This design comes from an exercise in tuning for small area on the open sky130 flow, not from production work.
Function was checked by simulation only, so behaviour that the tests miss may differ from the original.
No activity file was given, so power comes from the tool's default toggle rates.

==> flow/design.v <==
`default_nettype none
package video_pkg;
	typedef struct packed {
		logic [5:0] r;
		logic [5:0] g;
		logic [5:0] b;
	} rgb666_t;
	typedef struct packed {
		logic [7:0] h;
		logic [7:0] s;
		logic [7:0] v;
	} hsv_t;
	typedef struct packed {
		logic [10:0] hcount;
		logic [9:0] vcount;
		logic hsync;
		logic vsync;
		logic blank;
	} raster_t;
	typedef enum logic [1:0] {
		MODE_VIDEO = 2'd0,
		MODE_TRACK = 2'd1,
		MODE_CURSOR = 2'd2,
		MODE_HSV = 2'd3
	} overlay_mode_e;
endpackage
`default_nettype wire
`default_nettype none
package track_pkg;
	typedef struct packed {
		logic [10:0] x;
		logic [9:0] y;
	} pos_t;
	typedef struct packed {
		logic up;
		logic down;
		logic left;
		logic right;
	} buttons_t;
	typedef struct packed {
		logic [7:0] hue;
		pos_t pos;
	} readout_t;
endpackage
`default_nettype wire
`default_nettype none
module debounce (
	input wire logic clk,
	input wire logic rst,
	input wire logic raw,
	output logic clean
);
	localparam int CNT_W = $clog2(16);
	logic [CNT_W-1:0] cnt;
	logic differ;
	assign differ = raw ^ clean;
	always_ff @(posedge clk) begin
		if (rst || !differ) begin
			cnt <= '0;
		end else begin
			cnt <= cnt + 1'b1;
		end
	end
	always_ff @(posedge clk) begin
		if (rst) begin
			clean <= 1'b0;
		end else if (differ && (&cnt)) begin
			clean <= raw;
		end
	end
endmodule
`default_nettype wire
`default_nettype none
module cursor_mover (
	input wire logic clk,
	input wire logic rst,
	input wire logic step,
	input wire track_pkg::buttons_t buttons,
	output track_pkg::pos_t cursor
);
	logic y_inc, y_dec, x_inc, x_dec;
	assign y_inc = step & buttons.down & ~(cursor.y[9] & cursor.y[8]);
	assign y_dec = step & ~y_inc & buttons.up & (|cursor.y);
	assign x_inc = step & buttons.right & ~cursor.x[10];
	assign x_dec = step & ~x_inc & buttons.left & (|cursor.x);
	logic [10:0] y_t;
	logic [11:0] x_t;
	assign y_t[0] = y_inc | y_dec;
	assign x_t[0] = x_inc | x_dec;
	for (genvar i = 0; i < 10; i++) begin : g_yt
		assign y_t[i+1] = y_t[i] & (cursor.y[i] ^ y_dec);
	end
	for (genvar i = 0; i < 11; i++) begin : g_xt
		assign x_t[i+1] = x_t[i] & (cursor.x[i] ^ x_dec);
	end
	always_ff @(posedge clk) begin
		if (rst) begin
			cursor <= '0;
		end else begin
			cursor.y <= cursor.y ^ y_t[9:0];
			cursor.x <= cursor.x ^ x_t[10:0];
		end
	end
endmodule
`default_nettype wire
`default_nettype none
module sync_delay #(
	parameter int DEPTH = 22
) (
	input wire logic clk,
	input wire video_pkg::raster_t raster,
	output video_pkg::raster_t raster_del
);
	logic [23:0] pipe [DEPTH];
	always_ff @(posedge clk) begin
		pipe[0] <= raster;
		for (int i = 1; i < DEPTH; i++) begin
			pipe[i] <= pipe[i-1];
		end
	end
	assign raster_del = pipe[DEPTH-1];
endmodule
`default_nettype wire
`default_nettype none
module overlay_mixer (
	input wire logic clk,
	input wire logic rst,
	input wire video_pkg::overlay_mode_e mode,
	input wire video_pkg::raster_t raster,
	input wire logic [2:0] syncs_del,
	input wire video_pkg::rgb666_t pixel_in,
	input wire video_pkg::hsv_t hsv_in,
	input wire track_pkg::pos_t com_pos,
	input wire track_pkg::pos_t light_pos,
	input wire track_pkg::pos_t cursor,
	input wire logic com_ready,
	output video_pkg::rgb666_t pixel_out,
	output logic hsync_out,
	output logic vsync_out,
	output logic blank_out,
	output track_pkg::pos_t com_latched
);
	always_ff @(posedge clk) begin
		if (rst) begin
			com_latched <= '0;
		end else if (com_ready) begin
			com_latched <= com_pos;
		end
	end
	logic near_x, near_y;
	logic near_com;
	logic on_light;
	logic on_cursor;
	logic hue_ok;
	logic sv_ok;
	logic use_pixel;
	logic [5:0] c_r, c_g, c_b;
	near2 #(.W(11)) u_near_x (.a(raster.hcount), .b(com_latched.x), .near(near_x));
	near2 #(.W(10)) u_near_y (.a(raster.vcount), .b(com_latched.y), .near(near_y));
	assign near_com = near_x | near_y;
	assign on_light = (raster.hcount == light_pos.x) || (raster.vcount == light_pos.y);
	assign on_cursor = (raster.hcount == cursor.x) || (raster.vcount == cursor.y);
	assign hue_ok = (hsv_in.h >= 8'hEB) && (hsv_in.h <= 8'hFA);
	assign sv_ok = (hsv_in.s > 8'h88) && (hsv_in.v > 8'h88);
	always_comb begin
		use_pixel = 1'b0;
		c_r = '0;
		c_g = '0;
		c_b = '0;
		case (mode)
			video_pkg::MODE_TRACK: begin
				if (near_com) c_g = '1;
				else if (on_light) c_b = '1;
				else use_pixel = 1'b1;
			end
			video_pkg::MODE_CURSOR: begin
				if (on_cursor) c_g = '1;
				else if (on_light) c_b = '1;
				else use_pixel = 1'b1;
			end
			video_pkg::MODE_HSV: begin
				c_r = {6{hue_ok}};
				c_g = {6{hue_ok & sv_ok}};
				c_b = {6{sv_ok}};
			end
			default: use_pixel = 1'b1;
		endcase
	end
	always_ff @(posedge clk) begin
		if (rst) begin
			pixel_out <= '0;
			hsync_out <= 1'b0;
			vsync_out <= 1'b0;
			blank_out <= 1'b1;
		end else begin
			pixel_out <= (pixel_in & {18{use_pixel}}) | {c_r, c_g, c_b};
			if (mode == video_pkg::MODE_HSV) begin
				{hsync_out, vsync_out, blank_out} <= syncs_del;
			end else begin
				hsync_out <= raster.hsync;
				vsync_out <= raster.vsync;
				blank_out <= raster.blank;
			end
		end
	end
endmodule
module near2 #(parameter int W = 11) (
	input wire logic [W-1:0] a,
	input wire logic [W-1:0] b,
	output logic near
);
	logic [W:0] bw;
	logic [W-1:0] d;
	assign bw[0] = 1'b0;
	for (genvar i = 0; i < W; i++) begin : g_b
		assign d[i] = a[i] ^ b[i] ^ bw[i];
		assign bw[i+1] = (~a[i] & b[i]) | (~(a[i] ^ b[i]) & bw[i]);
	end
	assign near = bw[W] ? (&d[W-1:1]) : ((d[W-1:2] == '0) && !(d[1] && d[0]));
endmodule
`default_nettype wire
`default_nettype none
module readout_latch (
	input wire logic clk,
	input wire logic rst,
	input wire logic track_en,
	input wire logic del_valid,
	input wire track_pkg::pos_t pos_del,
	input wire video_pkg::hsv_t hsv_in,
	input wire track_pkg::pos_t com_latched,
	input wire track_pkg::pos_t cursor,
	output track_pkg::readout_t readout
);
	logic at_com;
	logic at_cursor;
	assign at_com = del_valid ? (pos_del == com_latched) : (com_latched == '0);
	assign at_cursor = del_valid ? (pos_del == cursor) : (cursor == '0);
	always_ff @(posedge clk) begin
		if (rst) begin
			readout <= '0;
		end else if ((track_en && at_com) || at_cursor) begin
			readout.hue <= hsv_in.h;
			readout.pos <= pos_del & {21{del_valid}};
		end
	end
endmodule
`default_nettype wire
`default_nettype none
module video_overlay (
	input wire logic clk,
	input wire logic rst,
	input wire logic [1:0] switches,
	input wire track_pkg::buttons_t buttons,
	input wire video_pkg::raster_t raster,
	input wire video_pkg::rgb666_t pixel_in,
	input wire video_pkg::hsv_t hsv_in,
	input wire track_pkg::pos_t com_pos,
	input wire track_pkg::pos_t light_pos,
	input wire logic com_ready,
	output video_pkg::rgb666_t pixel_out,
	output logic hsync_out,
	output logic vsync_out,
	output logic blank_out,
	output track_pkg::readout_t readout
);
	video_pkg::overlay_mode_e mode;
	logic track_en;
	wire track_pkg::buttons_t buttons_db;
	track_pkg::pos_t cursor;
	track_pkg::pos_t com_latched;
	video_pkg::raster_t raster_pipe;
	video_pkg::raster_t raster_del;
	assign mode = video_pkg::overlay_mode_e'(switches);
	assign track_en = switches[0];
	logic [2:0] step_cnt;
	logic [1:0] age;
	logic del_valid;
	always_ff @(posedge clk) begin
		if (rst) begin
			step_cnt <= '0;
			age <= '0;
		end else begin
			step_cnt <= step_cnt + 1'b1;
			if ((&step_cnt) && !(&age)) age <= age + 1'b1;
		end
	end
	assign del_valid = (&age) | (age[1] & step_cnt[2] & step_cnt[1]);
	for (genvar i = 0; i < 4; i++) begin : g_db
		debounce u_debounce (
			.clk(clk),
			.rst(rst),
			.raw(buttons[i]),
			.clean(buttons_db[i])
		);
	end
	cursor_mover u_cursor_mover (
		.clk(clk),
		.rst(rst),
		.step(step_cnt == '0),
		.buttons(buttons_db),
		.cursor(cursor)
	);
	sync_delay u_sync_delay (
		.clk(clk),
		.raster(raster),
		.raster_del(raster_pipe)
	);
	assign raster_del = {raster_pipe[23:3], raster_pipe[2:0] & {3{del_valid}}};
	overlay_mixer u_overlay_mixer (
		.clk(clk),
		.rst(rst),
		.mode(mode),
		.raster(raster),
		.syncs_del(raster_del[2:0]),
		.pixel_in(pixel_in),
		.hsv_in(hsv_in),
		.com_pos(com_pos),
		.light_pos(light_pos),
		.cursor(cursor),
		.com_ready(com_ready),
		.pixel_out(pixel_out),
		.hsync_out(hsync_out),
		.vsync_out(vsync_out),
		.blank_out(blank_out),
		.com_latched(com_latched)
	);
	readout_latch u_readout_latch (
		.clk(clk),
		.rst(rst),
		.track_en(track_en),
		.del_valid(del_valid),
		.pos_del(raster_del[23:3]),
		.hsv_in(hsv_in),
		.com_latched(com_latched),
		.cursor(cursor),
		.readout(readout)
	);
endmodule
`default_nettype wire
==> flow/flow/run.sh <==
#!/bin/bash
# standard layout, with minimum-size port buffers and a leaner clock tree
set -euo pipefail
export BUFFER_PORTS_ARGS="-buffer_cell sky130_fd_sc_hd__buf_1"
export CTS_ARGS="-sink_clustering_enable -repair_clock_nets -dont_use_dummy_load -buf_list sky130_fd_sc_hd__clkbuf_4 -sink_clustering_size 12 -sink_clustering_max_diameter 40"
bash standard.sh > standard_flow.log 2>&1
==> flow/standard.sh <==
#!/bin/bash
# synth_recipe.tcl (not shown) runs the flow's synth.tcl, then flattens the netlist and writes it again
# the make line also repeats each setting of config.mk as NAME=value (left out here)
make -C /OpenROAD-flow-scripts/flow DESIGN_CONFIG=/design/flow/config.mk WORK_HOME=/design/flow/orfs CLKGATE_MAP_FILE= SYNTH_SCRIPT=/design/flow/synth_recipe.tcl "${@:-finish}"
==> flow/config.mk <==
export PLATFORM = sky130hd
export DESIGN_NAME = video_overlay
export DESIGN_NICKNAME = video_overlay
export VERILOG_FILES = /design/flow/design.v
export SDC_FILE = /design/flow/constraint.sdc
export NUM_CORES = 4
export LEC_CHECK = 0
export CAP_MARGIN = 20
export CORE_MARGIN = 2
export CORE_UTILIZATION = 70
export SETUP_SLACK_MARGIN = 0.2
export SLEW_MARGIN = 20
==> flow/constraint.sdc <==
create_clock -name core_clock -period 6.0 [get_ports {clk}]
set_input_delay 1.2000 -clock core_clock [delete_from_list [all_inputs] [get_ports {clk}]]
set_output_delay 1.2000 -clock core_clock [all_outputs]
set_load 0.01 [all_outputs]
==> results of run 1 <==
[worst min path at each step]
stage / from / endpoint / slack, ns
after floorplan: u_sync_delay.pipe[9][0] / u_sync_delay.pipe[10][0] / 0.31
after detailed placement: u_sync_delay.pipe[17][1] / u_sync_delay.pipe[18][1] / 0.31
after global routing: u_sync_delay.pipe[7][19] / u_sync_delay.pipe[8][19] / 0.29
after CTS: u_sync_delay.pipe[2][8] / u_sync_delay.pipe[3][8] / 0.29
after global placement: u_sync_delay.pipe[18][23] / u_sync_delay.pipe[19][23] / 0.31
final: u_sync_delay.pipe[7][19] / u_sync_delay.pipe[8][19] / 0.28
[routing by layer]
| layer | up-vias | global-route usage (%) |
|---|---|---|
| li1 | 4283 | - |
| met1 | 4139 | 32.8 |
| met2 | 342 | 38.1 |
| met3 | 60 | 5.83 |
| met4 | 2 | 7.11 |
| met5 | - | 0 |
[worst register-to-register path, cell delays in order (launching register included)]
cell	delay (ns)
dfxtp_1	0.42
ha_1	0.17
inv_1	0.05
fa_1	0.37
fa_1	0.39
fa_1	0.41
fa_1	0.39
fa_2	0.35
fa_2	0.34
fa_2	0.34
fa_1	0.36
inv_1	0.08
fa_1	0.17
nor4b_1	0.31
nand3_1	0.15
o41ai_2	0.39
nor4_4	0.07
buf_4	0.15
a22oi_1	0.17
o22ai_1	0.10
buf_4	0.19
a21o_1	0.15
[layout make-up]
| type | count | area share, % |
|---|---|---|
| repair buffers | 183 | 4.18 |
| diodes | 1 | 0.0136 |
| well taps | 319 | 2.17 |
| flip-flops and latches | 645 | 70.3 |
| clock buffers | 61 | 2.49 |
| multi-input cells | 471 | 20.1 |
| inverters | 33 | 0.743 |
[through the flow]
| step | cells | setup slack, ns |
|---|---|---|
| floorplan | 1187 | -0.246 |
| global placement | 1651 | -0.600 |
| detailed placement | 1651 | -0.737 |
| CTS | 1712 | 0.237 |
| global route | 1713 | 0.0393 |
| finish | 1713 | 0.186 |
[synthesized netlist by cell type (all sizes together), types with 4 or more instances]
| cell | n |
|---|---|
| dfxtp | 645 |
| xnor2 | 94 |
| nor2 | 83 |
| mux2i | 35 |
| buf | 33 |
| inv | 33 |
| nand4 | 28 |
| xor2 | 26 |
| a22o | 21 |
| a21o | 19 |
| fa | 19 |
| nand3 | 19 |
| nand2 | 18 |
| nor4 | 16 |
| a21oi | 12 |
| ha | 10 |
| o21ai | 9 |
| nor3 | 8 |
| and3 | 6 |
| clkbuf | 5 |
| a31oi | 4 |
| nor2b | 4 |
[kinds of logic after synthesis]
| kind of cell | count (synthesis) | synth area share [%] |
|---|---|---|
| flops | 645 | 76.5 |
| simple gates | 204 | 6.23 |
| xor+xnor | 120 | 6.23 |
| compound gates | 83 | 3.93 |
| buf+inv | 71 | 2.06 |
| mux | 35 | 2.08 |
| fa+ha+maj | 29 | 2.99 |
[layout by cell type (no fill, tap or decap), drive strengths merged, types with 2 or more instances in the layout]
cell	count
nor3	8
nor4	16
nor2	83
or3	3
nor2b	4
a21oi	12
and4	3
xnor2	94
nand3	19
o31ai	2
clkbuf	63
ha	10
nand2b	3
nor4b	2
a21boi	2
xor2	26
dfxtp	645
fa	19
buf	181
nand4	28
and2	2
o2111ai	2
o21ai	9
or2	2
a21o	19
a22o	21
nand2	18
a31oi	4
a41oi	2
and3	6
inv	33
o41ai	2
mux2i	35
[flip-flops by register name, indices dropped and copies added (netlist names), 2 cells and up]
| register | flops |
|---|---|
| g_db.u_debounce.cnt | 16 |
| u_readout_latch.readout | 29 |
| u_overlay_mixer.pixel_out | 18 |
| u_overlay_mixer.com_latched | 21 |
| u_sync_delay.pipe | 528 |
| step_cnt | 3 |
| g_db.u_debounce.clean | 4 |
| age | 2 |
| u_cursor_mover.cursor | 21 |
[repair_timing]
action                                  CTS  global route
resized for setup                         1             2
buffers inserted                          0             0
hold buffers                              0             0
endpoints found under the setup margin   18            18
pin swaps                                 1             0
[power by group through the flow]
stage | sequential, mW | combinational [mW] | clock (mW)
6_report | 4.57 | 0.250 | 1.61
5_1_grt | 4.59 | 0.276 | 1.83
4_1_cts | 4.57 | 0.250 | 1.66
3_5_place_dp | 4.67 | 0.248 | 0
3_3_place_gp | 4.66 | 0.243 | 0
2_1_floorplan | 4.64 | 0.136 | 0
==> impl_results.md, run 1 <==
* Router iterations before antenna repair at 5
* Num rows at 56
* First-pass GRT wire length at 46900 um
* Share of cells above drive strength 1 at just over 8%
* Sequential power share at 71.1%
* Initial detailed-routing violation count at 670
* CTS Sinks at approximately 650
* # H-tree levels at 2
* Largest net degree at the start of global routing at 67
* Wl on met1 at 13000 um
* Crit path cell chain: buf_1, inv_1, ha_1, inv_1, fa_1, fa_1, fa_1, fa_1, fa_2, fa_2, fa_2, fa_1, inv_1, fa_1, nor4b_1, nand3_1, o41ai_2, nor4_4, buf_4, a22oi_1, o22ai_1, buf_4, a21o_1
* Multi-input gate area at 3690 um^2
* Crit. Startpoint: raster[3]
* Num ports at 167
* Sw Pwr at 1.36 mW
* Worst reg-to-reg path cell count at 21
* Final HPWL DP at 20900 um
* Port Buf Inserts at about 170
* Total Nets Final at 1541
* Critical path class: in -> reg
* Achievable Freq at 0.172 GHz
* CTS buffer count at slightly above 60
* Period utilization at 96.9%
* Hold Path Depth at 0
* Crit-path most repeated cell: fa_1
* Sw frac at between 20% and 30%
* Buf/Inv on CP at 6
* Clock skew at 0.0826 ns
* Initial antenna violation count at 2
* Total grt overflow at 0
* Sequential area share after synthesis at 76.5%
* Mapped cell area at 16900 um^2
* Cell Int Power at ~5 mW
* Cell area power density at between 300 and 400 nW/um^2
* Leakage at 7.46 nW
* Status: finished clean
* Power, Total at 6.43 mW
* Setup TNS at 0 ns
* Unrepaired setup endpoints after global routing: true
* R2r endpoint: u_overlay_mixer.pixel_out[5]
* Arrival time worst endpoint at between 6 and 7 ns
* Worst skew pair latency at 0.74 ns
* Core Box Area at 23500 um^2
* Syn Nets at 1333
* Comb pwr share at 3.9%
* Via count at 8826
* DIE HEIGHT at approximately 160 um
* Final worst path period need at 5.81 ns
* Crit path capture: u_overlay_mixer.pixel_out[5]
* Critical path's largest stage delay at 0.40 ns
* CTS Root Cell: clkbuf_4
* Crit path launch type: input pin
* Reg-to-reg startpoint: u_overlay_mixer.com_latched[0]
* Worst slew margin at between 20% and 30%
* # fillers at 1486
* VDD IR max at 0.231 mV
* Worst slew pin tran at ~1.1 ns
* Util after Layout at 78.0%
* Starting Density at 71.7%
* Post-synth cell types at 62
* Clk pin slew, worst setup/hold paths at 0.11 ns
* Highest routing layer actually used: met5
* DR WL met3 at 2340 um
* Clock power share at between 20% and 30%
* Die X at 159 um
* Area delta synth->final at 8.76%
* All-layer global routing usage at 23.9%
* HP Class: reg -> reg
* Metal2 WL at 13400 um
* R2R Setup Slk at 0.35 ns
* Endpoints failing setup at 0
* Post-synth EDFFs at 0
* Fraction of registers with async set/reset at 0%
* Fin. Hold Viols at 0
* Max-slew violation count at 0
* Ys Warns at 7
* TritonCTS clock tree: yes
* Detail-routed via count per cell at 5.15
* Crit end category: register
* Req. time, crit path at around 6.6 ns
* Post-synthesis area per instance at 14.2 um^2
* Family with the most delay on the worst path: adder cells
* Number of remaining DRC errors at 0
* Yosys top cell by area: dfxtp_1
* WL per Instance at 17.1 um
* #FFs+latches synth at 645
* Critical path depth in cells at 23
* CP max stage cell: fa_1
* Die area at 25400 um^2
* Synth Flop Type: dfxtp_1
* Synth top area share at 76.5%
* Total wire length at around 29000 um
* GP Congestion at 0.894
* Clock Tree Buf Depth at 3
* # Max-Cap Violations at 0
* Placed cell areas at about 18000 um^2
* Critical path peak fanout at 6
* Register cell area after layout at 12900 um^2
* Number of global-route vias before repair at 8869
* Post-DRT Antenna Nets at 0
* Mapped Cells at 1187
* Fin area at between 15000 and 20000 um^2
* Synth top area cells: dfxtp_1, xnor2_1, fa_1
* Hold_ws at 0.282 ns
==> inputs of run 2 (changes only) <==
--- a/flow/config.mk
+++ b/flow/config.mk
@@ -8,5 +8,4 @@
 export CAP_MARGIN = 20
 export CORE_MARGIN = 2
 export CORE_UTILIZATION = 70
-export SETUP_SLACK_MARGIN = 0.2
 export SLEW_MARGIN = 20
==> run 2 against run 1 <==
  * Synthesized cell count is the same
  * Final cell count is the same
  * Largest cell class unchanged
  * Still clean
  * Critical path type unchanged
  * Routed wire length is essentially flat
  * Total power is essentially flat
  * Area after synthesis is the same
==> impl_results.md, run 2 <==
* Status: finished clean (unchanged)
* Synth top area share at 76.5% (unchanged)
* Met2 Usage GRT at 38.1% (unchanged)
* Top reg by flops: u_sync_delay.pipe (unchanged)
* Largest net degree at the start of global routing at 67 (unchanged)
* Most common library cells after synthesis: dfxtp_1, xnor2_1, nor2_1 (unchanged)
* Critical path peak fanout at 6 (unchanged)
* Hold_ws at 0.281 ns (was 0.282 ns)
* WL per Instance at 17.1 um (about the same)
* Core Box Area at 23500 um^2 (unchanged)
* Fin area at 18400 um^2 (about the same)
* Sw frac at 21.1% (about the same)
* Comb pwr share at 3.9% (about the same)
* Post-synth EDFFs at 0 (unchanged)
* Sequential power share at 71.1% (about the same)
* Synth top area cells: dfxtp_1, xnor2_1, fa_1 (unchanged)
* Leakage at 7.46 nW (about the same)
* Most frequent cells in the layout: dfxtp_1, buf_1, xnor2_1 (unchanged)
* Clock power share at 25.0% (about the same)
* Largest registers: u_sync_delay.pipe (528), u_readout_latch.readout (29) (unchanged)
* Layer with the highest usage: met2 (unchanged)
* Detail-routed via count per cell at 5.13 (was 5.15)
* First-pass GRT wire length at 46900 um (unchanged)
* Critical path class: in -> reg (unchanged)
* Req. time, crit path at 6.58 ns (about the same)
* Met1 Use GR at 32.8% (unchanged)
* Achievable Freq at 0.171 GHz (was 0.172 GHz)
* Starting Density at 71.7% (unchanged)
* CTS Sinks at 645 (unchanged)
* Clk pin slew, worst setup/hold paths at 0.11 ns (about the same)
* Place WS at -0.737 ns (unchanged)
* Max FFs per register at 528 (unchanged)
* #FFs+latches synth at 645 (unchanged)
* Cell area power density at 350 nW/um^2 (about the same)
* Worst skew pair latency at 0.73 ns (was 0.74 ns)
* # Max-Cap Violations at 0 (unchanged)
* Register cell area after layout at 12900 um^2 (unchanged)
* Fraction of registers with async set/reset at 0% (unchanged)
* GP Congestion at 0.894 (unchanged)
* Total wire length at 29300 um (about the same)
* Unrepaired setup endpoints after global routing: false (was true)
* Via count at 8780 (was 8826)
* Worst setup margin at 0.152 ns (was 0.186 ns)
* # fillers at 1487 (was 1486)
* All-layer global routing usage at 23.9% (unchanged)
* Setup Buffers After CTS at 0 (unchanged)
* Mapped cell area at 16900 um^2 (unchanged)
* HP Class: reg -> reg (unchanged)
* Arrival time worst endpoint at 6.43 ns (was 6.40 ns)
* DIE HEIGHT at 159 um (unchanged)
* Worst slew pin tran at 1.09 ns (was 1.07 ns)
* Crit end category: register (unchanged)
* Count leader, synth: dfxtp_1 (unchanged)
* Port Buf Inserts at 166 (unchanged)
* Critical path's largest stage delay at 0.42 ns (was 0.40 ns)
* Crit path launch type: input pin (unchanged)
* Area delta synth->final at 8.73% (was 8.76%)
* Final worst path period need at 5.85 ns (was 5.81 ns)
* Post-synth cell types at 62 (unchanged)
* Sequential area share after synthesis at 76.5% (unchanged)
* Util after Layout at 78.0% (about the same)
* Num rows at 56 (unchanged)
* Router iterations before antenna repair at 4 (was 5)
* Synth Flop Type: dfxtp_1 (unchanged)
* Share of cells above drive strength 1 at 8.04% (was 8.11%)
* # H-tree levels at 2 (unchanged)
* Total Nets Final at 1541 (unchanged)
* Syn Nets at 1333 (unchanged)
* Post-synthesis area per instance at 14.2 um^2 (unchanged)
* VDD IR max at 0.228 mV (was 0.231 mV)
* Yosys top cell by area: dfxtp_1 (unchanged)
* M3 GR Usage at 5.83% (unchanged)
* Multi-input gate area at 3680 um^2 (was 3690 um^2)
* Post-DRT Antenna Nets at 0 (unchanged)
* Initial antenna violation count at 2 (unchanged)
* Crit-path most repeated cell: fa_1 (unchanged)
* Final HPWL DP at 20900 um (unchanged)
* CTS Root Cell: clkbuf_4 (unchanged)
* CP max stage cell: fa_1 (unchanged)
* Num ports at 167 (unchanged)
* Clock skew at 0.0792 ns (was 0.0826 ns)
* CTS buffer count at 61 (unchanged)
* Period utilization at 97.5% (was 96.9%)
* Cell Int Power at 5.07 mW (about the same)
* Number of remaining DRC errors at 0 (unchanged)
* Fin. Hold Viols at 0 (unchanged)
* Placed cell areas at 17900 um^2 (unchanged)
* Number of global-route vias before repair at 8869 (unchanged)
* Mapped Cells at 1187 (unchanged)
* Ys Warns at 7 (unchanged)
* Endpoints failing setup at 0 (unchanged)
* Die area at 25400 um^2 (unchanged)
* Worst slew margin at 27.2% (was 28.3%)
* Initial detailed-routing violation count at 726 (was 670)
* TritonCTS clock tree: yes (unchanged)
* Die X at 159 um (unchanged)
* Commonest non-fill, non-tap cell in the layout: dfxtp_1 (unchanged)
* Clock Tree Buf Depth at 3 (unchanged)
* Total grt overflow at 0 (unchanged)
* Sw Pwr at 1.35 mW (was 1.36 mW)
* Max-slew violation count at 0 (unchanged)
* Crit path cell chain: buf_1, inv_1, ha_1, inv_1, fa_1, fa_1, fa_1, fa_1, fa_2, fa_2, fa_2, fa_1, inv_1, fa_1, nand4b_1, nor3_1, buf_4, nor4_4, buf_4, a22oi_1, o22ai_1, buf_4, a21o_1 (was buf_1, inv_1, ha_1, inv_1, fa_1, fa_1, fa_1, fa_1, fa_2, fa_2, fa_2, fa_1, inv_1, fa_1, nor4b_1, nand3_1, o41ai_2, nor4_4, buf_4, a22oi_1, o22ai_1, buf_4, a21o_1)
[run 2: what timing repair did]
item / CTS / global route
setup endpoints to repair: 0 / 18
hold buffers: 0 / 0
resized for setup: 0 / 2
hold endpoints to repair: 0 / 0
[run 2: cell families after synthesis]
logic type	Yosys count	synth area share (%)
AO/OA/AOI/OAI	83	3.93
multiplexers	35	2.08
AND/OR/NAND/NOR	204	6.23
buffers and inverters	71	2.06
XOR/XNOR	120	6.23
adder cells (fa/ha/maj)	29	2.99
flip-flops	645	76.5
[run 2: layout make-up]
type	instances	area share, %
clock buffers	61	2.49
inverters	33	0.743
flip-flops and latches	645	70.3
well taps	319	2.17
diodes	1	0.0136
repair buffers	183	4.18
multi-input cells	471	20.1
[run 2: worst max-delay path, delay by kind of cell]
family,cells,cell delay (ns)
fa+ha+maj,10,3.50
compound gates,3,0.42
simple gates,3,0.52
buf+inv,7,0.79
[run 2: worst paths after layout]
kind / start / end / slack, ns / depth (start not counted)
setup reg to reg: u_overlay_mixer.com_latched[0] / u_overlay_mixer.pixel_out[5] / 0.31 / 21
setup / recovery: raster[3] / u_overlay_mixer.pixel_out[5] / 0.15 / 23
hold / removal: u_sync_delay.pipe[7][19] / u_sync_delay.pipe[8][19] / 0.28 / 0
hold reg to reg: u_sync_delay.pipe[7][19] / u_sync_delay.pipe[8][19] / 0.28 / 0
[run 2: power groups by stage]
stage	clock [mW]	combinational, mW	sequential, mW
final	1.60	0.250	4.57
after global routing	1.83	0.275	4.59
after CTS	1.66	0.250	4.57
after detailed placement	0	0.248	4.67
after global placement	0	0.243	4.66
after floorplan	0	0.136	4.64
[run 2: metal layers]
layer | up-vias | part of all wire [%] | routed length (um)
li1 | 4282 | - | -
met1 | 4127 | 45 | 13200
met2 | 309 | 46 | 13400
met3 | 60 | 7.4 | 2160
met4 | 2 | 2.0 | 587
met5 | - | 0.044 | 13
[run 2: stage by stage]
stage	power, mW	TNS (ns)	instances
detailed placement	4.92	-13.08	1651
finish	6.43	0	1713
CTS	6.49	0	1712
global route	6.70	0	1713
floorplan	4.78	-3.46	1187
global placement	4.90	-10.75	1651
==> inputs of run 3 (changes only) <==
==> flow/flow/run.sh (replaced) <==
#!/bin/bash
# standard layout, with minimum-size port buffers and a leaner clock tree
set -euo pipefail
export BUFFER_PORTS_ARGS="-buffer_cell sky130_fd_sc_hd__buf_1"
export CTS_ARGS="-sink_clustering_enable -repair_clock_nets -dont_use_dummy_load -buf_list sky130_fd_sc_hd__clkbuf_8 -sink_clustering_size 24 -sink_clustering_max_diameter 40"
bash standard.sh > standard_flow.log 2>&1
==> run 3 against run 2 <==
  * The layout now fails its checks (negative setup slack)
  * Area after synthesis unchanged
  * Combinational power about the same
  * Clock skew decreased by 0.016 ns
  * Final cell count decreased by 0.88%
  * Non-clock buffer count unchanged
  * Sequential cell count unchanged
  * Via count decreased by 0.80%
  * Die area unchanged
  * Utilization increased by 0.81 points
  * Critical endpoint unchanged
  * Largest cell class unchanged
  * Largest power group unchanged
==> impl_results.md, run 3 <==
* Final HPWL DP at 20900 um (unchanged)
* Worst slew pin tran at 1.08 ns (was 1.09 ns)
* CTS Sinks at 645 (unchanged)
* Die X at 159 um (unchanged)
* Place WS at -0.737 ns (unchanged)
* HP Class: reg -> reg (unchanged)
* Ys Warns at 7 (unchanged)
* All-layer global routing usage at 23.6% (was 23.9%)
* Req. time, crit path at 6.41 ns (was 6.58 ns)
* Number of inserted diodes at 0 (was 1)
* Synth top area share at 76.5% (unchanged)
* Cell area power density at 360 nW/um^2 (was 350 nW/um^2)
* Fraction of registers with async set/reset at 0% (unchanged)
* Arrival time worst endpoint at 6.45 ns (was 6.43 ns)
* VDD IR max at 0.377 mV (was 0.228 mV)
* Synth Flop Type: dfxtp_1 (unchanged)
* Clock Tree Buf Depth at 3 (unchanged)
* Clock skew at 0.0632 ns (was 0.0792 ns)
* #FFs+latches synth at 645 (unchanged)
* Most common library cells after synthesis: dfxtp_1, xnor2_1, nor2_1 (unchanged)
* Setup TNS at -0.170 ns (was 0 ns)
* Area delta synth->final at 9.86% (was 8.73%)
* Post-synthesis area per instance at 14.2 um^2 (unchanged)
* Post-synth EDFFs at 0 (unchanged)
* Core Box Area at 23500 um^2 (unchanged)
* Mapped Cells at 1187 (unchanged)
* Total Nets Final at 1527 (was 1541)
* Endpoints failing setup at 6 (was 0)
* CTS buffer count at 47 (was 61)
* Detail-routed via count per cell at 5.13 (about the same)
* CTS Root Cell: clkbuf_8 (was clkbuf_4)
* Placed cell areas at 17900 um^2 (unchanged)
* Clk pin slew, worst setup/hold paths at 0.13 ns (was 0.11 ns)
* WL per Instance at 17.2 um (was 17.1 um)
* Num ports at 167 (unchanged)
* Count leader, synth: dfxtp_1 (unchanged)
* Critical path peak fanout at 6 (unchanged)
* Critical path class: in -> reg (unchanged)
* Initial antenna violation count at 1 (was 2)
* Share of cells above drive strength 1 at 7.18% (was 8.04%)
* Largest registers: u_sync_delay.pipe (528), u_readout_latch.readout (29) (unchanged)
* Total wire length at 29200 um (was 29300 um)
* Worst setup margin at -0.0368 ns (was 0.152 ns)
* Final worst path period need at 6.04 ns (was 5.85 ns)
* Achievable Freq at 0.166 GHz (was 0.171 GHz)
* # H-tree levels at 2 (unchanged)
* GP Congestion at 0.894 (unchanged)
* Hold Path Depth at 0 (unchanged)
* Unrepaired setup endpoints after global routing: true (was false)
* # Max-Cap Violations at 0 (unchanged)
* Fin area at 18500 um^2 (was 18400 um^2)
* Worst skew pair latency at 0.58 ns (was 0.73 ns)
* Post-DRT Antenna Nets at 0 (unchanged)
* Synth top area cells: dfxtp_1, xnor2_1, fa_1 (unchanged)
* Number of remaining DRC errors at 0 (unchanged)
* Most frequent cells in the layout: dfxtp_1, buf_1, xnor2_1 (unchanged)
* First-pass GRT wire length at 46500 um (was 46900 um)
* Max FFs per register at 528 (unchanged)
* Syn Nets at 1333 (unchanged)
* DIE HEIGHT at 159 um (unchanged)
* Mapped cell area at 16900 um^2 (unchanged)
* Sequential area share after synthesis at 76.5% (unchanged)
* Port Buf Inserts at 166 (unchanged)
* Number of global-route vias before repair at 8730 (was 8869)
* Status: failed layout checks (was finished clean)
* Total grt overflow at 0 (unchanged)
* Router iterations before antenna repair at 5 (was 4)
* Power, Total at 6.68 mW (was 6.43 mW)
* Layout check faults: negative setup slack
* Via count at 8710 (was 8780)
* Num rows at 56 (unchanged)
* TritonCTS clock tree: yes (unchanged)
* Die area at 25400 um^2 (unchanged)
* Commonest non-fill, non-tap cell in the layout: dfxtp_1 (unchanged)
* Hold_ws at 0.287 ns (was 0.281 ns)
* Post-synth cell types at 62 (unchanged)
* Fin. Hold Viols at 0 (unchanged)
* Crit end category: register (unchanged)
* Period utilization at 101% (was 97.5%)
* Leakage at 7.52 nW (was 7.46 nW)
* Worst reg-to-reg path cell count at 21 (unchanged)
* Starting Density at 71.7% (unchanged)
* Largest net degree at the start of global routing at 67 (unchanged)
* Top reg by flops: u_sync_delay.pipe (unchanged)
* Max-slew violation count at 0 (unchanged)
* Crit path launch type: input pin (unchanged)
* Yosys top cell by area: dfxtp_1 (unchanged)
* Initial detailed-routing violation count at 679 (was 726)
* Worst slew margin at 27.9% (was 27.2%)
run 3: changes by cell type in the layout (fill, tap and decap cells not counted), sizes merged:
cell    delta
diode      -1
buf        +1
clkbuf    -15
run 3: cells by family (layout without fill, tap and decap cells):
kind of cell / Yosys count / count (layout) / synth area share, %
mux: 35 / 35 / 2.08
compound gates: 83 / 83 / 3.93
flops: 645 / 645 / 76.5
xor+xnor: 120 / 120 / 6.23
simple gates: 204 / 204 / 6.23
buf+inv: 71 / 263 / 2.06
fa+ha+maj: 29 / 29 / 2.99
run 3: final timing paths:
path | from | endpoint | slack, ns
max | raster[3] | u_overlay_mixer.pixel_out[5] | -0.04
min | u_sync_delay.pipe[9][13] | u_sync_delay.pipe[10][13] | 0.29
max reg2reg | u_overlay_mixer.com_latched[0] | u_overlay_mixer.pixel_out[5] | 0.31
min reg2reg | u_sync_delay.pipe[9][13] | u_sync_delay.pipe[10][13] | 0.29
run 3: layout make-up:
cell class                      instances  area (um^2)
Sequential cell                       645        12900
Fill cell                            1458         4990
Multi-Input combinational cell        471         3690
Timing Repair Buffer                  183          767
Clock buffer                           47          647
Tap cell                              319          399
Inverter                               33          136
run 3: layer usage:
metal | up-vias | global-route usage [%] | routed length (um)
met1 | 4107 | 32.6 | 12900
met4 | 2 | 5.83 | 502
li1 | 4228 | - | -
met2 | 327 | 38.3 | 13400
met3 | 46 | 5.63 | 2360
met5 | - | 0 | 13
run 3: report_power, final:
group,internal (mW),total (mW),switching (mW)
logic,0.111,0.250,0.139
registers,4.49,4.57,0.0773
clock network,0.703,1.86,1.15
run 3: per-stage QoR:
step                      util, %  cells
after detailed placement     76.0   1651
after CTS                    78.7   1698
final                        78.8   1698
after floorplan                 -   1187
after global routing         78.8   1698
after global placement       76.0   1651
run 3: repair_timing:
action,4_1_cts,5_1_grt
resized for setup,1,2
hold buffers,0,0
pin swaps,1,0
setup endpoints to repair,18,18
setup buffers,0,0
run 3: worst max-delay path: stages:
cell	delay (ns)
buf_1	0.09
inv_1	0.05
ha_1	0.13
inv_1	0.05
fa_1	0.37
fa_1	0.39
fa_1	0.41
fa_1	0.40
fa_2	0.35
fa_2	0.34
fa_2	0.34
fa_1	0.36
inv_1	0.08
fa_1	0.17
nor4b_1	0.35
nand3_1	0.15
o41ai_2	0.39
nor4_4	0.08
buf_4	0.15
a22oi_1	0.17
o22ai_1	0.10
buf_4	0.19
a21o_1	0.15
==> inputs of run 4 (changes only) <==
==> flow/flow/run.sh (replaced) <==
#!/bin/bash
# standard layout, with minimum-size port buffers and a leaner clock tree
set -euo pipefail
export BUFFER_PORTS_ARGS="-buffer_cell sky130_fd_sc_hd__buf_1"
export CTS_ARGS="-sink_clustering_enable -repair_clock_nets -dont_use_dummy_load -buf_list sky130_fd_sc_hd__clkbuf_16 -sink_clustering_size 40 -sink_clustering_max_diameter 50"
bash standard.sh > standard_flow.log 2>&1
==> run 4 against run 3 <==
  * Worst hold slack got worse by 0.020 ns
  * First-iteration DRC count grew 3.8%
  * Clock power rose by 23%
  * Sequential share of layout area is 1.3 points lower
  * Setup slack better by 0.00082 ns
  * Final cell count down 0.41%
  * Global-route usage is 1.0 points higher
  * Sequential power hardly changed
  * Synthesized cell count unchanged
  * Highest routed layer unchanged
  * Total power increased by 6.6%
  * Still fails the layout checks on negative setup slack
  * Die area unchanged
==> impl_results.md, run 4 <==
* Status: failed layout checks (unchanged)
* Layout check faults: negative setup slack (unchanged)
* Yosys top cell by area: dfxtp_1 (unchanged)
* Most frequent cells in the layout: dfxtp_1, buf_1, xnor2_1 (unchanged)
* Via count at 8703 (was 8710)
* Largest net degree at the start of global routing at 67 (unchanged)
* #FFs+latches synth at 645 (unchanged)
* Number of global-route vias before repair at 8932 (was 8730)
* Initial detailed-routing violation count at 705 (was 679)
* Critical path peak fanout at 9 (was 6)
* Total grt overflow at 0 (unchanged)
* # Max-Cap Violations at 0 (unchanged)
* Number of remaining DRC errors at 0 (unchanged)
* GP Congestion at 0.894 (unchanged)
* WL per Instance at 18.2 um (was 17.2 um)
* Hold_ws at 0.267 ns (was 0.287 ns)
* Power, Total at 7.12 mW (was 6.68 mW)
* Worst setup margin at -0.0360 ns (was -0.0368 ns)
* Final worst path period need at 6.04 ns (about the same)
* CTS Sinks at 645 (unchanged)
* Family with the most delay on the worst path: adder cells (unchanged)
* Mapped Cells at 1187 (unchanged)
* Die area at 25400 um^2 (unchanged)
* Endpoints failing setup at 15 (was 6)
* Setup TNS at -0.250 ns (was -0.170 ns)
* Max FFs per register at 528 (unchanged)
* Count leader, synth: dfxtp_1 (unchanged)
* Clock Tree Buf Depth at 3 (unchanged)
* CTS buffer count at 36 (was 47)
* Router iterations before antenna repair at 5 (unchanged)
* Initial antenna violation count at 2 (was 1)
* Largest registers: u_sync_delay.pipe (528), u_readout_latch.readout (29) (unchanged)
* Fraction of registers with async set/reset at 0% (unchanged)
* Worst slew margin at 25.8% (was 27.9%)
* Synth top area cells: dfxtp_1, xnor2_1, fa_1 (unchanged)
* DIE HEIGHT at 159 um (unchanged)
* HP Class: reg -> reg (unchanged)
* Crit path launch type: input pin (unchanged)
* Detail-routed via count per cell at 5.15 (was 5.13)
* Die X at 159 um (unchanged)
* CTS Root Cell: clkbuf_16 (was clkbuf_8)
* First-pass GRT wire length at 48400 um (was 46500 um)
* Top reg by flops: u_sync_delay.pipe (unchanged)
* Ys Warns at 7 (unchanged)
* Synth top area share at 76.5% (unchanged)
* Most common library cells after synthesis: dfxtp_1, xnor2_1, nor2_1 (unchanged)
* Post-synthesis area per instance at 14.2 um^2 (unchanged)
* Total wire length at 30700 um (was 29200 um)
* CP max stage cell: fa_1 (unchanged)
* Req. time, crit path at 6.45 ns (was 6.41 ns)
* Worst skew pair latency at 0.55 ns (was 0.58 ns)
* Post-synth cell types at 62 (unchanged)
* Sequential area share after synthesis at 76.5% (unchanged)
* Port Buf Inserts at 166 (unchanged)
* Share of cells above drive strength 1 at 6.93% (was 7.18%)
* Area delta synth->final at 11.9% (was 9.86%)
* Post-DRT Antenna Nets at 0 (unchanged)
* Buf/Inv on CP at 7 (was 6)
* Num ports at 167 (unchanged)
* Leakage at 7.67 nW (was 7.52 nW)
* Starting Density at 71.7% (unchanged)
* Final HPWL DP at 20900 um (unchanged)
* Post-synth EDFFs at 0 (unchanged)
* VDD IR max at 0.303 mV (was 0.377 mV)
* Total Nets Final at 1519 (was 1527)
* All-layer global routing usage at 24.6% (was 23.6%)
* Arrival time worst endpoint at 6.49 ns (was 6.45 ns)
* Period utilization at 101% (about the same)
* Critical path's largest stage delay at 0.52 ns (was 0.41 ns)
* Syn Nets at 1333 (unchanged)
* Num rows at 56 (unchanged)
* Synth Flop Type: dfxtp_1 (unchanged)
* Clock skew at 0.0696 ns (was 0.0632 ns)
* Mapped cell area at 16900 um^2 (unchanged)
* Achievable Freq at 0.166 GHz (about the same)
* Crit end category: register (unchanged)
* Crit-path most repeated cell: fa_2 (was fa_1)
* Unrepaired setup endpoints after global routing: true (unchanged)
* Max-slew violation count at 0 (unchanged)
* Core Box Area at 23500 um^2 (unchanged)
* TritonCTS clock tree: yes (unchanged)
* Clk pin slew, worst setup/hold paths at 0.12 ns (was 0.13 ns)
* Cell area power density at 377 nW/um^2 (was 360 nW/um^2)
* # H-tree levels at 2 (unchanged)
* Commonest non-fill, non-tap cell in the layout: dfxtp_1 (unchanged)
* Critical path class: in -> reg (unchanged)
* Fin. Hold Viols at 0 (unchanged)
* Worst slew pin tran at 1.11 ns (was 1.08 ns)
-- run 4: report_power, final --
part | switching [mW] | internal [mW]
Clock | 1.21 | 1.07
Combinational | 0.147 | 0.119
Sequential | 0.0805 | 4.49
-- run 4: logic make-up after synthesis --
logic type / share of synthesized area, %
fa+ha+maj: 2.99
simple gates: 6.23
mux: 2.08
flops: 76.5
xor+xnor: 6.23
compound gates: 3.93
buf+inv: 2.06
-- run 4: timing repair --
item	4_1_cts	5_1_grt
gates resized for setup	9	6
setup endpoints to repair	18	18
pin swaps	1	2
cloned	1	0
hold buffers	0	0
setup buffers	1	1
-- run 4: cell type report --
cell class | instances | area [um^2]
Fill cell | 1376 | 4640
Inverter | 33 | 136
Antenna cell | 1 | 2.50
Multi-Input combinational cell | 471 | 3720
Timing Repair Buffer | 186 | 828
Clock buffer | 36 | 901
Tap cell | 319 | 399
Sequential cell | 645 | 12900
-- run 4: worst reg2reg max path: cells and delay by family, from the launching register on --
| kind | cells | cell delay [ns] |
|---|---|---|
| adders and majority gates | 11 | 3.63 |
| AOI/OAI and AO/OA | 4 | 0.67 |
| DFF | 1 | 0.44 |
| buffers and inverters | 5 | 0.43 |
| and+or+nand+nor | 3 | 0.42 |
-- run 4: final timing paths --
| path | from | end | slack, ns | cells past startpoint |
|---|---|---|---|---|
| setup / recovery | raster[13] | u_overlay_mixer.pixel_out[6] | -0.04 | 25 |
| hold / removal | u_sync_delay.pipe[5][8] | u_sync_delay.pipe[6][8] | 0.27 | 0 |
| setup reg to reg | u_overlay_mixer.com_latched[10] | u_overlay_mixer.pixel_out[6] | 0.32 | 23 |
| hold reg to reg | u_sync_delay.pipe[5][8] | u_sync_delay.pipe[6][8] | 0.27 | 0 |
-- run 4: stage by stage --
step	std cells	utilization, %	worst slack, ns	cell area, um^2
final	1691	80.3	-0.0360	18900
after global routing	1690	80.3	-0.206	18900
after CTS	1689	80.1	-0.0139	18900
after detailed placement	1651	76.0	-0.737	17900
after global placement	1651	76.0	-0.600	17900
after floorplan	1187	-	-0.246	16900
-- run 4: layer usage --
| metal | part of all wire (%) | GRT usage [%] | routed length [um] |
|---|---|---|---|
| met1 | 43 | 32.5 | 13200 |
| met2 | 47 | 41.2 | 14500 |
| met3 | 7.6 | 6.25 | 2340 |
| met4 | 2.0 | 6.16 | 601 |
| met5 | 0.042 | 0 | 13 |
==> inputs of run 5 (changes only) <==
==> flow/flow/run.sh (replaced) <==
#!/bin/bash
# standard layout, with an area-oriented ABC script, minimum-size port buffers and a leaner
# clock tree
set -euo pipefail
W=$(pwd)
export FLOW_WORK=$W
export FLOW_ABC_SCRIPT=$W/flow/abc_area_min.script
export BUFFER_PORTS_ARGS="-buffer_cell sky130_fd_sc_hd__buf_1"
export CTS_ARGS="-sink_clustering_enable -repair_clock_nets -dont_use_dummy_load -buf_list sky130_fd_sc_hd__clkbuf_4 -sink_clustering_size 12 -sink_clustering_max_diameter 40"
bash standard.sh SYNTH_SCRIPT=$W/flow/synth.tcl finish > standard_flow.log 2>&1
==> flow/flow/abc_area_min.script (new file) <==
strash
dc2
dch -f
map -a
topo
stime -c
==> flow/flow/synth.tcl (new file) <==
# The standard synthesis with one change: ABC maps for area (abc_area_min.script)
# instead of ORFS's speed script. Registers are mapped before ABC runs, so they are the same.
proc abc {args} {
  set i [lsearch -exact $args -script]
  if {$i >= 0} {
    lset args [expr {$i + 1}] $::env(FLOW_ABC_SCRIPT)
  }
  yosys abc {*}$args
}
source $::env(FLOW_WORK)/synth_recipe.tcl
==> run 5 against run 4 <==
  * The run now finishes clean
  * Critical endpoint is now u_overlay_mixer.pixel_out[2]
  * Clock skew rose by 0.026 ns
  * Synthesized cell count rose by 9.1%
  * Sequential cell count did not move
  * Critical path depth rose by 2
  * Setup slack improved by 0.13 ns
  * Sequential share of layout area rose by 1.4 points
  * Via count rose by 12%
  * Register-to-register slack barely moved
  * Count of clock-buffer cells in the layout rose by 30
==> impl_results.md, run 5 <==
* Status: finished clean (was failed layout checks)
* Crit end category: register (unchanged)
* Req. time, crit path at 6.55 ns (was 6.45 ns)
* Final worst path period need at 5.90 ns (was 6.04 ns)
* Detail-routed via count per cell at 5.24 (was 5.15)
* Synth top area cells: dfxtp_1, xor2_1, nor2_1 (was dfxtp_1, xnor2_1, fa_1)
* Hold Buf Count CTS at 0 (unchanged)
* Power, Total at 6.51 mW (was 7.12 mW)
* Number of remaining DRC errors at 0 (unchanged)
* Starting Density at 71.1% (was 71.7%)
* Synth top area share at 77.7% (was 76.5%)
* Worst slew pin tran at 1.06 ns (was 1.11 ns)
* Post-synth cell types at 31 (was 62)
* Final HPWL DP at 22800 um (was 20900 um)
* Clock skew at 0.0953 ns (was 0.0696 ns)
* Die X at 158 um (was 159 um)
* Largest net degree at the start of global routing at 71 (was 67)
* Commonest non-fill, non-tap cell in the layout: dfxtp_1 (unchanged)
* Largest registers: u_sync_delay.pipe (528), u_readout_latch.readout (29) (unchanged)
* CTS Sinks at 645 (unchanged)
* CTS Root Cell: clkbuf_4 (was clkbuf_16)
* Die area at 25000 um^2 (was 25400 um^2)
* WL per Instance at 17.2 um (was 18.2 um)
* Worst skew pair latency at 0.68 ns (was 0.55 ns)
* Share of cells above drive strength 1 at 8.46% (was 6.93%)
* Total wire length at 32100 um (was 30700 um)
* Achievable Freq at 0.169 GHz (was 0.166 GHz)
* Worst setup margin at 0.0956 ns (was -0.0360 ns)
* Max-slew violation count at 0 (unchanged)
* All-layer global routing usage at 25.7% (was 24.6%)
* Endpoints failing setup at 0 (was 15)
* #FFs+latches synth at 645 (unchanged)
* Number of global-route vias before repair at 9523 (was 8932)
* HP Class: reg -> reg (unchanged)
* Fraction of registers with async set/reset at 0% (unchanged)
* Cell area power density at 351 nW/um^2 (was 377 nW/um^2)
* Top reg by flops: u_sync_delay.pipe (unchanged)
* Arrival time worst endpoint at 6.46 ns (was 6.49 ns)
* VDD IR max at 0.253 mV (was 0.303 mV)
* Fin. Hold Viols at 0 (unchanged)
* Mapped cell area at 16600 um^2 (was 16900 um^2)
* Clock Tree Buf Depth at 3 (unchanged)
* Num ports at 167 (unchanged)
* Post-synthesis area per instance at 12.8 um^2 (was 14.2 um^2)
* Sequential area share after synthesis at 77.7% (was 76.5%)
* Yosys top cell by area: dfxtp_1 (unchanged)
* Area delta synth->final at 11.5% (was 11.9%)
* Clk pin slew, worst setup/hold paths at 0.11 ns (was 0.12 ns)
* # H-tree levels at 3 (was 2)
* DIE HEIGHT at 158 um (was 159 um)
* TritonCTS clock tree: yes (unchanged)
* Synth Flop Type: dfxtp_1 (unchanged)
* Initial detailed-routing violation count at 728 (was 705)
* First-pass GRT wire length at 48500 um (was 48400 um)
* Leakage at 7.38 nW (was 7.67 nW)
* Initial antenna violation count at 2 (unchanged)
* Worst slew margin at 28.6% (was 25.8%)
* Total Nets Final at 1696 (was 1519)
* Via count at 9790 (was 8703)
* Critical path class: in -> reg (unchanged)
* Core Box Area at 23400 um^2 (was 23500 um^2)
* Most frequent cells in the layout: dfxtp_1, buf_1, nor2_1 (was dfxtp_1, buf_1, xnor2_1)
* Total grt overflow at 0 (unchanged)
* Port Buf Inserts at 166 (unchanged)
* Num rows at 56 (unchanged)
* Post-DRT Antenna Nets at 0 (unchanged)
* Syn Nets at 1441 (was 1333)
* Mapped Cells at 1295 (was 1187)
* Crit path launch type: input pin (unchanged)
* Ys Warns at 7 (unchanged)
* Post-synth EDFFs at 0 (unchanged)
* Critical path peak fanout at 6 (was 9)
* GP Congestion at 0.888 (was 0.894)
* # Max-Cap Violations at 0 (unchanged)
* CTS buffer count at 66 (was 36)
* Router iterations before antenna repair at 5 (unchanged)
* Place WS at -0.857 ns (was -0.737 ns)
* Max FFs per register at 528 (unchanged)
* Count leader, synth: dfxtp_1 (unchanged)
* Hold_ws at 0.251 ns (was 0.267 ns)
* Period utilization at 98.4% (was 101%)
* Unrepaired setup endpoints after global routing: true (unchanged)
* Most common library cells after synthesis: dfxtp_1, nor2_1, clkinv_1 (was dfxtp_1, xnor2_1, nor2_1)
run 5: cell type report:
cell class / instances / area, um^2
Sequential cell: 645 / 12900
Timing Repair Buffer: 184 / 768
Antenna cell: 2 / 5.00
Clock buffer: 66 / 495
Fill cell: 1478 / 4870
Tap cell: 319 / 399
Multi-Input combinational cell: 552 / 3560
Inverter: 101 / 397
run 5: repair_timing:
action,4_1_cts,5_1_grt
buffers inserted,2,0
gates cloned,3,0
pin swaps,5,5
setup endpoints to repair,18,18
resized for setup,11,20
run 5: stage by stage:
step,cells,util (%),instance area (um^2),TNS [ns]
after floorplan,1295,-,16700,-1.94
after global placement,1797,76.3,17900,-13.22
after detailed placement,1797,76.3,17900,-15.11
after CTS,1868,78.8,18500,0
after global routing,1869,79.2,18500,-0.00932
final,1869,79.2,18500,0
run 5: worst paths after layout:
kind	from	endpoint	slack, ns	depth (start not counted)
worst min-delay path	u_sync_delay.pipe[2][11]	u_sync_delay.pipe[3][11]	0.25	0
worst min register to register	u_sync_delay.pipe[2][11]	u_sync_delay.pipe[3][11]	0.25	0
worst max-delay path	raster[13]	u_overlay_mixer.pixel_out[2]	0.1	27
worst max register to register	u_overlay_mixer.com_latched[10]	u_overlay_mixer.pixel_out[2]	0.32	25
run 5: critical path, stage by stage:
cell	delay [ns]
buf_6	0.11
clkinv_8	0.04
ha_4	0.12
inv_4	0.03
fa_2	0.32
fa_2	0.35
fa_2	0.35
fa_2	0.34
fa_2	0.35
fa_2	0.35
clkinv_2	0.06
fa_2	0.19
clkinv_2	0.05
fa_2	0.33
fa_2	0.35
fa_2	0.55
inv_2	0.04
nand2_2	0.07
nor4_4	0.06
a31oi_4	0.17
o311ai_4	0.15
o31ai_4	0.31
buf_4	0.16
buf_4	0.09
a21boi_2	0.04
buf_4	0.16
a21oi_1	0.13
run 5: kinds of logic (layout without fill, tap and decap cells):
group / Yosys count / after routing / synth area share (%)
multiplexers: 2 / 2 / 0.120
AO/OA/AOI/OAI: 189 / 192 / 6.63
adder cells (fa/ha/maj): 29 / 29 / 3.04
other: 0 / 2 / 0
buffers and inverters: 101 / 351 / 2.28
flip-flops: 645 / 645 / 77.7
XOR/XNOR: 63 / 63 / 3.32
AND/OR/NAND/NOR: 266 / 266 / 6.96
run 5: report_power, final:
| group | internal, mW | switching [mW] |
|---|---|---|
| sequential | 4.49 | 0.0755 |
| clock | 0.512 | 1.16 |
| combinational | 0.105 | 0.166 |
| total | 5.11 | 1.40 |
run 5: metal layers:
layer  track usage (%)  up-vias  wire, um
met5                 0        -         0
met4              10.4        0      1020
met3              5.01      103      1790
met2              42.6      303     15400
met1              33.6     4605     13900
li1                  -     4779         -
==> inputs of run 6 (changes only) <==
==> flow/flow/run.sh (replaced) <==
#!/bin/bash
# The standard layout (standard.sh) with three changes: an area-oriented ABC script in
# synthesis, minimum-size port buffers, and a clock tree of small buffers without dummy loads.
# The tools' output goes to standard_flow.log here; ORFS keeps each step's log under orfs/logs.
set -euo pipefail
W=$(pwd)
export FLOW_WORK=$W
export FLOW_ABC_SCRIPT=$W/flow/abc_area.script
export BUFFER_PORTS_ARGS="-buffer_cell sky130_fd_sc_hd__buf_1"
export CTS_ARGS="-sink_clustering_enable -repair_clock_nets -dont_use_dummy_load -buf_list sky130_fd_sc_hd__clkbuf_4 -sink_clustering_size 12 -sink_clustering_max_diameter 40"
bash standard.sh SYNTH_SCRIPT=$W/flow/synth.tcl finish > standard_flow.log 2>&1
==> flow/flow/abc_area.script (new file) <==
&get -n
&st
&dch
&nf -R 1000 -p
&put
==> flow/flow/synth.tcl (replaced) <==
# The standard synthesis (synth_recipe.tcl) with one change: ABC maps with
# flow/abc_area.script, an area-oriented script, instead of ORFS's speed script.
# Flip-flops are mapped before ABC runs, so the registers are the standard ones.
proc abc {args} {
  set i [lsearch -exact $args -script]
  if {$i >= 0} {
    lset args [expr {$i + 1}] $::env(FLOW_ABC_SCRIPT)
  }
  yosys abc {*}$args
}
source $::env(FLOW_WORK)/synth_recipe.tcl
--- a/flow/config.mk
+++ b/flow/config.mk
@@ -8,4 +8,5 @@
 export CAP_MARGIN = 20
 export CORE_MARGIN = 2
 export CORE_UTILIZATION = 70
+export SETUP_SLACK_MARGIN = 0.2
 export SLEW_MARGIN = 20
removed: flow/flow/abc_area_min.script
==> run 6 against run 5 <==
  * Die area is 0.16% lower
  * Final cell count is 6.4% lower
  * Clock power hardly changed
  * Non-clock buffer count is 5 lower
  * Fmax is 2.1% higher
  * Synthesized cell count is 8.6% lower
  * Highest routed layer unchanged
  * Utilization is 0.59 points lower
==> impl_results.md, run 6 <==
* Critical path class: in -> reg (unchanged)
* Syn Nets at 1329 (was 1441)
* DP Cell Count at 1681 (was 1797)
* Synth top area share at 77.8% (was 77.7%)
* CTS Sinks at 645 (unchanged)
* Leakage at 7.42 nW (was 7.38 nW)
* Largest net degree at the start of global routing at 73 (was 71)
* DIE HEIGHT at 158 um (about the same)
* Worst slew margin at 23.8% (was 28.6%)
* Number of global-route vias before repair at 8537 (was 9523)
* All-layer global routing usage at 22.2% (was 25.7%)
* Ys Warns at 7 (unchanged)
* Die X at 158 um (about the same)
* Die area at 25000 um^2 (about the same)
* Setup TNS at 0 ns (unchanged)
* Largest registers: u_sync_delay.pipe (528), u_readout_latch.readout (29) (unchanged)
* Total wire length at 27200 um (was 32100 um)
* HP Class: reg -> reg (unchanged)
* Top reg by flops: u_sync_delay.pipe (unchanged)
* Port Buf Inserts at 166 (unchanged)
* Req. time, crit path at 6.53 ns (was 6.55 ns)
* # H-tree levels at 3 (unchanged)
* Max FFs per register at 528 (unchanged)
* Status: finished clean (unchanged)
* Most frequent cells in the layout: dfxtp_1, buf_1, nor2_1 (unchanged)
* Critical path peak fanout at 6 (unchanged)
* Number of remaining DRC errors at 0 (unchanged)
* Register cell area after layout at 12900 um^2 (unchanged)
* Yosys top cell by area: dfxtp_1 (unchanged)
* VDD IR max at 0.290 mV (was 0.253 mV)
* CTS Root Cell: clkbuf_4 (unchanged)
* Achievable Freq at 0.173 GHz (was 0.169 GHz)
* Sequential area share after synthesis at 77.8% (was 77.7%)
* Fraction of registers with async set/reset at 0% (unchanged)
* Clk pin slew, worst setup/hold paths at 0.11 ns (about the same)
* Endpoints failing setup at 0 (unchanged)
* Initial antenna violation count at 1 (was 2)
* Post-synth EDFFs at 0 (unchanged)
* Final HPWL DP at 18800 um (was 22800 um)
* Hold Buf Count CTS at 0 (unchanged)
* Fin. Hold Viols at 0 (unchanged)
* Most common library cells after synthesis: dfxtp_1, nor2_1, xnor2_1 (was dfxtp_1, nor2_1, clkinv_1)
* TritonCTS clock tree: yes (unchanged)
* First-pass GRT wire length at 42300 um (was 48500 um)
* Detail-routed via count per cell at 4.99 (was 5.24)
* Fin cells at 1749 (was 1869)
* Total grt overflow at 0 (unchanged)
* Area delta synth->final at 10.8% (was 11.5%)
* Post-synthesis area per instance at 14.0 um^2 (was 12.8 um^2)
* Synth Flop Type: dfxtp_1 (unchanged)
* Synth top area cells: dfxtp_1, xnor2_1, xor2_1 (was dfxtp_1, xor2_1, nor2_1)
* Crit path launch type: input pin (unchanged)
* Arrival time worst endpoint at 6.32 ns (was 6.46 ns)
* CTS buffer count at 66 (unchanged)
* Share of cells above drive strength 1 at 7.91% (was 8.46%)
* Cell area power density at 352 nW/um^2 (was 351 nW/um^2)
* Clock Tree Buf Depth at 3 (unchanged)
* Post-synth cell types at 33 (was 31)
* Total Nets Final at 1577 (was 1696)
* Via count at 8726 (was 9790)
* Mapped Cells at 1183 (was 1295)
* Hold_ws at 0.271 ns (was 0.251 ns)
* Final worst path period need at 5.79 ns (was 5.90 ns)
* Unrepaired setup endpoints after global routing: true (unchanged)
* Crit end category: register (unchanged)
* Mapped cell area at 16600 um^2 (about the same)
* WL per Instance at 15.5 um (was 17.2 um)
* # fillers at 1491 (was 1478)
* GP Congestion at 0.843 (was 0.888)
* Starting Density at 70.9% (was 71.1%)
* Core Box Area at 23400 um^2 (unchanged)
* Count leader, synth: dfxtp_1 (unchanged)
* #FFs+latches synth at 645 (unchanged)
* Post-DRT Antenna Nets at 0 (unchanged)
* Num ports at 167 (unchanged)
* Worst slew pin tran at 1.13 ns (was 1.06 ns)
* Num rows at 56 (unchanged)
* # Max-Cap Violations at 0 (unchanged)
* Clock skew at 0.0586 ns (was 0.0953 ns)
* Max-slew violation count at 0 (unchanged)
* Multi-input gate area at 3720 um^2 (was 3560 um^2)
* Commonest non-fill, non-tap cell in the layout: dfxtp_1 (unchanged)
* Period utilization at 96.4% (was 98.4%)
* Worst skew pair latency at 0.68 ns (about the same)
* Router iterations before antenna repair at 4 (was 5)
* Initial detailed-routing violation count at 428 (was 728)
==> run 6: path summary, 6_finish.rpt <==
kind                            cells past startpoint  slack, ns                           end                             from
worst max register to register                     21       0.38  u_overlay_mixer.pixel_out[0]  u_overlay_mixer.com_latched[10]
worst min register to register                      0       0.27      u_sync_delay.pipe[5][18]         u_sync_delay.pipe[4][18]
worst max-delay path                               23       0.21  u_overlay_mixer.pixel_out[0]                       raster[13]
worst min-delay path                                0       0.27      u_sync_delay.pipe[5][18]         u_sync_delay.pipe[4][18]
==> run 6: logic make-up (layout without fill, tap and decap cells) <==
kind of cell,after synthesis,count (layout),share of synthesized area (%)
XOR/XNOR,130,130,6.86
multiplexers,36,36,2.17
other,0,1,0
adder cells (fa/ha/maj),29,29,3.04
flip-flops,645,645,77.8
AO/OA/AOI/OAI,69,70,2.58
buffers and inverters,30,275,0.678
AND/OR/NAND/NOR,244,244,6.89
==> run 6: final cells by class <==
class | count | area share, %
multi-input combinational | 509 | 20.2
inverter | 30 | 0.707
antenna | 1 | 0.0136
tap | 319 | 2.17
sequential | 645 | 70.2
clock buffer | 66 | 2.69
timing repair buffer | 179 | 4.01
==> run 6: power by group <==
group          switching [mW]  internal [mW]  leakage [nW]
combinational           0.132          0.105          1.71
clock                    1.15          0.512         0.304
sequential             0.0751           4.49          5.41
==> run 6: through the flow <==
stage / worst slack (ns) / cell area [um^2] / util (%) / power, mW
2_1_floorplan: 0.0593 / 16700 / - / 4.76
3_3_place_gp: -0.475 / 17800 / 76.1 / 4.88
3_5_place_dp: -0.666 / 17800 / 76.1 / 4.90
4_1_cts: 0.222 / 18300 / 78.2 / 6.53
5_1_grt: 0.122 / 18400 / 78.6 / 6.74
6_report: 0.215 / 18400 / 78.6 / 6.47
==> run 6: routing by layer <==
layer	vias up	part of all wire, %	track usage [%]
li1	4359	-	-
met1	4042	46	31.2
met2	255	44	34.4
met3	70	6.6	4.33
met4	0	3.1	9.18
met5	-	0	0
==> run 6: repair_timing <==
item	CTS	global route
buffers inserted	0	0
resized for setup	3	19
pin swaps	0	6
endpoints found under the setup margin	18	18
gates cloned	0	1
==> run 6: worst max-delay path, stage by stage <==
cell       delay (ns)
buf_6            0.11
clkinv_8         0.04
ha_4             0.12
inv_4            0.03
fa_2             0.33
fa_2             0.35
fa_2             0.35
fa_2             0.35
fa_2             0.35
fa_2             0.34
clkinv_2         0.06
fa_2             0.19
clkinv_2         0.05
fa_2             0.35
fa_2             0.36
fa_1             0.52
a2111oi_2        0.42
a21oi_2          0.14
nand2_4          0.14
o21ai_4          0.07
buf_4            0.15
a21oi_4          0.19
a21oi_1          0.10

[static timing again, ports no longer ideal]
No port has a modelled driver above. Below, the same layouts with a new extraction and two added sets of constraints.
Step 1, drivers: a clkbuf_16 drives clk and a buf_2 each remaining input, both assumed.
Step 2 also shifts input and output timing later by t, the mid clock arrival at the registers, as if the neighbouring blocks saw the same clock.
Slacks: ideal / step 1 / step 2; pairs: ideal / step 1.
| run | shift t [ns] | slack for setup (ns) | hold slack, ns | worst setup path at the end | latest minus earliest clock arrival (ns) |
|---|---|---|---|---|---|
| run 1 | 0.744 | 0.186 / 0.155 / -0.589 | 0.282 / 0.282 / 0.282 | input to register | 0.083 / 0.082 |
| run 2 | 0.741 | 0.152 / 0.123 / -0.618 | 0.281 / 0.281 / 0.281 | input to register | 0.079 / 0.080 |
| run 3 | 0.595 | -0.037 / -0.074 / -0.669 | 0.287 / 0.287 / 0.287 | input to register | 0.079 / 0.079 |
| run 4 | 0.560 | -0.036 / -0.035 / -0.595 | 0.267 / 0.267 / 0.267 | input to register | 0.070 / 0.070 |
| run 5 | 0.676 | 0.096 / 0.103 / -0.573 | 0.251 / 0.251 / 0.251 | input to register | 0.096 / 0.096 |
| run 6 | 0.691 | 0.215 / 0.225 / -0.466 | 0.271 / 0.271 / 0.271 | input to register | 0.061 / 0.062 |
With both steps, setup timing fails in run 1, run 2, run 5 and run 6, where it was met with ideal ports. The setup slack of run 1, which loses most, moves by -0.031 ns with the drivers and by -0.775 ns with both steps.
